This design comes from an exercise in tuning for a short achievable clock period and few clock cycles per item on the open sky130 flow, not from production work.
In this exercise RTL edits were held to simulation tests only and were not proved equivalent to the original.
The clock port is modelled as an ideal driver; clocking choices that lean on that would not hold on a real chip.
Power figures rest on the tool's default switching activity, not on a simulated workload.

v15:
==> module inflight_queue, before the edit <==
module inflight_queue (
  input  wire                     clk,
  input  wire                     rstn,
  input  wire                     push,
  input  wire fe_pkg::queue_rec_t push_rec,
  input  wire                     pop,
  input  wire                     flush,
  output fe_pkg::queue_rec_t      head,
  output logic                    head_valid,
  output logic                    room,       
  output logic                    empty       
);
  localparam int DEPTH = 4;
  localparam int REC_W = 32 + 32 + 2 + 1 + 32 + 32;   
  logic [REC_W-1:0] mem [DEPTH];
  logic [DEPTH-1:0] vld;         
  logic [DEPTH-1:0] vld_pop;
  logic [DEPTH-1:0] vld_nxt;
  logic [DEPTH-1:0] vld_prev;    
  assign head       = mem[0];
  assign head_valid = vld[0];
  assign vld_pop = pop ? (vld >> 1) : vld;
  assign vld_nxt = push ? {vld_pop[DEPTH-2:0], 1'b1} : vld_pop;
  assign vld_prev = {vld_pop[DEPTH-2:0], 1'b1};
  assign empty   = flush || !vld_nxt[0];
  assign room    = flush || !vld_nxt[DEPTH-1];
  always_ff @(posedge clk) begin
    if (!rstn || flush) begin
      vld <= '0;
    end else begin
      vld <= vld_nxt;
    end
  end
  always_ff @(posedge clk) begin
    for (int i = 0; i < DEPTH; i++) begin
      if (push && !vld_pop[i] && vld_prev[i]) begin
        mem[i] <= push_rec;
      end else if (pop && i < DEPTH - 1) begin
        mem[i] <= mem[(i < DEPTH - 1) ? i + 1 : i];
      end
    end
  end
endmodule
clock: 8.0 ns
lec_check: 0
cap_margin: 20
core_margin: 2
core_utilization: 40
setup_slack_margin: 3.8
slew_margin: 20
synth_hierarchical: 1
standard.sh (not shown) runs the stock make flow with config.mk's settings and CLKGATE_MAP_FILE= SYNTH_SCRIPT=/design/flow/synth_recipe.tcl, a recipe that flattens the netlist after the stock synthesis.
==> flow/flow/run.sh <==
#!/bin/bash
set -euo pipefail
here="$(pwd)"
bash standard.sh MATCH_CELL_FOOTPRINT=0 IO_CONSTRAINTS="$here/flow/io.tcl" finish > flow_make.log 2>&1
==> flow/flow/io.tcl <==
# Pin placement: the resolve port and the mispredict output side by side on
# one edge, so the combinational compare between them stays short.
set_io_pin_constraint -group -order -region top:* -pin_names {resolve_next_pc[0] resolve_next_pc[1] resolve_next_pc[2] resolve_next_pc[3] resolve_next_pc[4] resolve_next_pc[5] resolve_next_pc[6] resolve_next_pc[7] resolve_next_pc[8] resolve_next_pc[9] resolve_next_pc[10] resolve_next_pc[11] resolve_next_pc[12] resolve_next_pc[13] resolve_next_pc[14] resolve_next_pc[15] resolve_valid mispredict resolve_next_pc[16] resolve_next_pc[17] resolve_next_pc[18] resolve_next_pc[19] resolve_next_pc[20] resolve_next_pc[21] resolve_next_pc[22] resolve_next_pc[23] resolve_next_pc[24] resolve_next_pc[25] resolve_next_pc[26] resolve_next_pc[27] resolve_next_pc[28] resolve_next_pc[29] resolve_next_pc[30] resolve_next_pc[31]}
Testbench counts of v15, summed over its fixed seeds: cycles 33,614, instrs 16,000.
Changes in v27 relative to v15:
--- a/flow/design.v
+++ b/flow/design.v
@@ -309,5 +309,5 @@
   output logic                    empty       
 );
-  localparam int DEPTH = 4;
+  localparam int DEPTH = 6;
   localparam int REC_W = 32 + 32 + 2 + 1 + 32 + 32;   
   logic [REC_W-1:0] mem [DEPTH];
==> comparison <==
- Sequential cell area share for v27 is higher than for v15.
- The higher combinational share of power came out of v15.
- Going from v15 to v27, synthesized cell count now sits higher; met1 global-route usage now sits higher.
- Relative to v15, buffer share of cell area has gone down in v27.
- Core utilization: v27 vs v15 — no meaningful difference
- Initial standard-cell utilization of the core: v27 vs v15, no meaningful difference
- Summary of v27 over v15: share of the cycle needed by the critical path after routing now larger; die area now larger.
- [compare] base=v15 new=v27: number of antenna repair diodes rose by 3, part of the total power dissipated in the clock network rose by 1.1 points.
Testbench counts of v27, summed over its fixed seeds: cycles 33,178, instrs 16,000.

========
rv_frontend, a different RTL version from the one above (not shown whole).
Size in the first run: about 8600 cells after synthesis, ~330 I/O pins, about 110000 µm² of cells after synthesis.
==> module branch_resolver, before the edit <==
module branch_resolver (
  input  wire                     clk,
  input  wire                     rstn,
  input  wire fe_pkg::queue_rec_t head,
  input  wire                     head_valid,
  input  wire                     resolve_valid,
  input  wire fe_pkg::addr_t      resolve_next_pc,
  input  wire                     q_valid,
  input  wire fe_pkg::addr_t      q_pred_next_pc,
  output logic                    complete,
  output logic                    mis_out,     
  output fe_pkg::redirect_t       redirect,
  output fe_pkg::bp_update_t      update,
  output fe_pkg::perf_t           perf
);
  logic  is_branch;
  logic  is_jump;
  logic  actual_taken;
  logic  pred_ok;
  logic  mis;
  assign complete  = head_valid && resolve_valid;
  assign is_branch = (head.kind == fe_pkg::KIND_BRANCH);
  assign is_jump   = (head.kind == fe_pkg::KIND_JAL) || (head.kind == fe_pkg::KIND_JALR);
  logic [31:0] t_eq1;
  logic [15:0] t_ne2;
  logic [7:0]  t_eq4;
  logic [3:0]  t_ne8;
  logic [1:0]  t_eq16;
  for (genvar i = 0; i < 32; i++) begin : g_t_eq1
    fe_xnor2 u (.a(resolve_next_pc[i]), .b(head.seq_pc[i]), .y(t_eq1[i]));
  end
  for (genvar i = 0; i < 16; i++) begin : g_t_ne2
    fe_nand2 u (.a(t_eq1[2*i]), .b(t_eq1[2*i+1]), .y(t_ne2[i]));
  end
  for (genvar i = 0; i < 8; i++) begin : g_t_eq4
    fe_nor2 u (.a(t_ne2[2*i]), .b(t_ne2[2*i+1]), .y(t_eq4[i]));
  end
  for (genvar i = 0; i < 4; i++) begin : g_t_ne8
    fe_nand2 u (.a(t_eq4[2*i]), .b(t_eq4[2*i+1]), .y(t_ne8[i]));
  end
  for (genvar i = 0; i < 2; i++) begin : g_t_eq16
    fe_nor2 u (.a(t_ne8[2*i]), .b(t_ne8[2*i+1]), .y(t_eq16[i]));
  end
  fe_nand2 taken_inst (.a(t_eq16[0]), .b(t_eq16[1]), .y(actual_taken));
  logic [31:0] eq1;
  logic [15:0] ne2;
  logic [7:0]  eq4;
  logic [3:0]  ne8;
  logic [1:0]  eq16;
  logic        no_head;
  for (genvar i = 0; i < 32; i++) begin : g_eq1
    fe_xnor2 u (.a(resolve_next_pc[i]), .b(q_pred_next_pc[i]), .y(eq1[i]));
  end
  for (genvar i = 0; i < 16; i++) begin : g_ne2
    fe_nand2 u (.a(eq1[2*i]), .b(eq1[2*i+1]), .y(ne2[i]));
  end
  for (genvar i = 0; i < 8; i++) begin : g_eq4
    fe_nor2 u (.a(ne2[2*i]), .b(ne2[2*i+1]), .y(eq4[i]));
  end
  for (genvar i = 0; i < 4; i++) begin : g_ne8
    fe_nand2 u (.a(eq4[2*i]), .b(eq4[2*i+1]), .y(ne8[i]));
  end
  for (genvar i = 0; i < 2; i++) begin : g_eq16
    fe_nor2 u (.a(ne8[2*i]), .b(ne8[2*i+1]), .y(eq16[i]));
  end
  fe_nand2 no_head_inst (.a(resolve_valid), .b(q_valid), .y(no_head));
  fe_a21oi mis_inst (.a1(eq16[0]), .a2(eq16[1]), .b1(no_head), .y(mis));
  fe_a21oi mis_out_inst (.a1(eq16[0]), .a2(eq16[1]), .b1(no_head), .y(mis_out));
  assign pred_ok = !mis;
  always_comb begin
    redirect.valid = mis;
    redirect.pc    = resolve_next_pc;
  end
  always_comb begin
    update.valid     = complete && (is_branch || (is_jump && actual_taken));
    update.is_branch = is_branch;
    update.taken     = actual_taken;
    update.pc        = head.pc;
    update.target    = resolve_next_pc;
  end
  always_ff @(posedge clk) begin
    if (!rstn) begin
      perf <= '0;
    end else begin
      perf.cycles <= perf.cycles + fe_pkg::cnt_t'(1);
      if (complete && is_branch) begin
        perf.cond_branches <= perf.cond_branches + fe_pkg::cnt_t'(1);
      end
      if (complete && is_jump) begin
        perf.uncond_jumps <= perf.uncond_jumps + fe_pkg::cnt_t'(1);
      end
      if (complete && is_branch && pred_ok) begin
        perf.bp_correct <= perf.bp_correct + fe_pkg::cnt_t'(1);
      end
    end
  end
endmodule
export LEC_CHECK = 0
export CAP_MARGIN = 20
export CORE_MARGIN = 2
export CORE_UTILIZATION = 40
export SETUP_SLACK_MARGIN = 3.8
export SLEW_MARGIN = 20
export SYNTH_HIERARCHICAL = 1
create_clock -name core_clock -period 8.0 [get_ports {clk}]
==> flow/flow/run.sh <==
#!/bin/bash
set -euo pipefail
here="$(pwd)"
bash standard.sh MATCH_CELL_FOOTPRINT=0 IO_CONSTRAINTS="$here/flow/io.tcl" \
  POST_CTS_TCL="$here/flow/post_cts.tcl" finish > flow_make.log 2>&1
==> flow/flow/post_cts.tcl <==
# After the standard clock tree step and its timing repair: one more setup
# repair pass, then legalize the placement again.
estimate_parasitics -placement
repair_timing -setup -setup_margin 4.0 -skip_last_gasp -verbose
detailed_placement
check_placement -verbose
Scripts as last shown in full above: flow/flow/io.tcl
Testbench counts at the start, summed over its fixed seeds: cycles 33,178, instrs 16,000.
Change:
--- a/flow/design.v
+++ b/flow/design.v
@@ -423,33 +423,13 @@
   logic  actual_taken;
   logic  pred_ok;
   logic  mis;
   assign complete  = head_valid && resolve_valid;
   assign is_branch = (head.kind == fe_pkg::KIND_BRANCH);
   assign is_jump   = (head.kind == fe_pkg::KIND_JAL) || (head.kind == fe_pkg::KIND_JALR);
-  logic [31:0] t_eq1;
-  logic [15:0] t_ne2;
-  logic [7:0]  t_eq4;
-  logic [3:0]  t_ne8;
-  logic [1:0]  t_eq16;
-  for (genvar i = 0; i < 32; i++) begin : g_t_eq1
-    fe_xnor2 u (.a(resolve_next_pc[i]), .b(head.seq_pc[i]), .y(t_eq1[i]));
-  end
-  for (genvar i = 0; i < 16; i++) begin : g_t_ne2
-    fe_nand2 u (.a(t_eq1[2*i]), .b(t_eq1[2*i+1]), .y(t_ne2[i]));
-  end
-  for (genvar i = 0; i < 8; i++) begin : g_t_eq4
-    fe_nor2 u (.a(t_ne2[2*i]), .b(t_ne2[2*i+1]), .y(t_eq4[i]));
-  end
-  for (genvar i = 0; i < 4; i++) begin : g_t_ne8
-    fe_nand2 u (.a(t_eq4[2*i]), .b(t_eq4[2*i+1]), .y(t_ne8[i]));
-  end
-  for (genvar i = 0; i < 2; i++) begin : g_t_eq16
-    fe_nor2 u (.a(t_ne8[2*i]), .b(t_ne8[2*i+1]), .y(t_eq16[i]));
-  end
-  fe_nand2 taken_inst (.a(t_eq16[0]), .b(t_eq16[1]), .y(actual_taken));
+  assign actual_taken = (resolve_next_pc != head.seq_pc);
   logic [31:0] eq1;
   logic [15:0] ne2;
   logic [7:0]  eq4;
   logic [3:0]  ne8;
   logic [1:0]  eq16;
   logic        no_head;
=>
- clock power barely changes
- sequential share of layout area is higher by 0.19 points
- first-iteration DRC count is higher by 3.0%
- power is lower by 0.38%
- global-route usage is higher by 0.25 points
- wire length is higher by 0.64%
- synthesized cell count is lower by 0.88%
- design area is lower by 0.42%
- flip-flop and latch count does not change
- utilization is higher by 0.13 points
- setup slack improves by 0.058 ns
- final cell count is lower by 0.70%
- register-to-register slack degrades by 0.02 ns
- hold slack improves by 0.026 ns
Testbench counts after the change, summed over its fixed seeds: cycles 33,178, instrs 16,000.

## static timing again, ports no longer ideal
In the flow no input, the clock included, has a driving cell. The finished layouts below were timed again as built, in two steps. Step 1 (the two cells are an assumption about what drives the block):
set clk [get_ports {clk}]
set_driving_cell -lib_cell sky130_fd_sc_hd__clkbuf_16 $clk
set_driving_cell -lib_cell sky130_fd_sc_hd__buf_2 [delete_from_list [all_inputs] $clk]
Step 2 adds t to the input delays and takes it off the output delays; t is the mean of the earliest and latest rising clock arrival at the registers after step 1. Input paths then give back, and output paths get back, about the clock's delay inside the block. a / b / c = ideal / step 1 / step 2; a / b = the first two.
run	shift t [ns]	slack for setup (ns)	worst hold slack (ns)	worst setup path at the end	pins driven straight from the clock port
v15	0.916	3.744 / 3.690 / 2.838	0.434 / 0.434 / 0.434	input to register	1
v27	0.953	3.717 / 3.625 / 2.807	0.488 / 0.488 / 0.488	input to register	1
the first run of note 2	0.983	3.749 / 3.475 / 2.588	0.467 / 0.467 / 0.467	input to register	1
the second run of note 2	0.995	3.807 / 3.524 / 2.752	0.493 / 0.493 / 0.493	input to register	1
After both steps setup and hold are still met in every run listed. The setup slack of the first run of note 2, which loses most, moves by -0.274 ns with the drivers and by -1.161 ns with both steps.
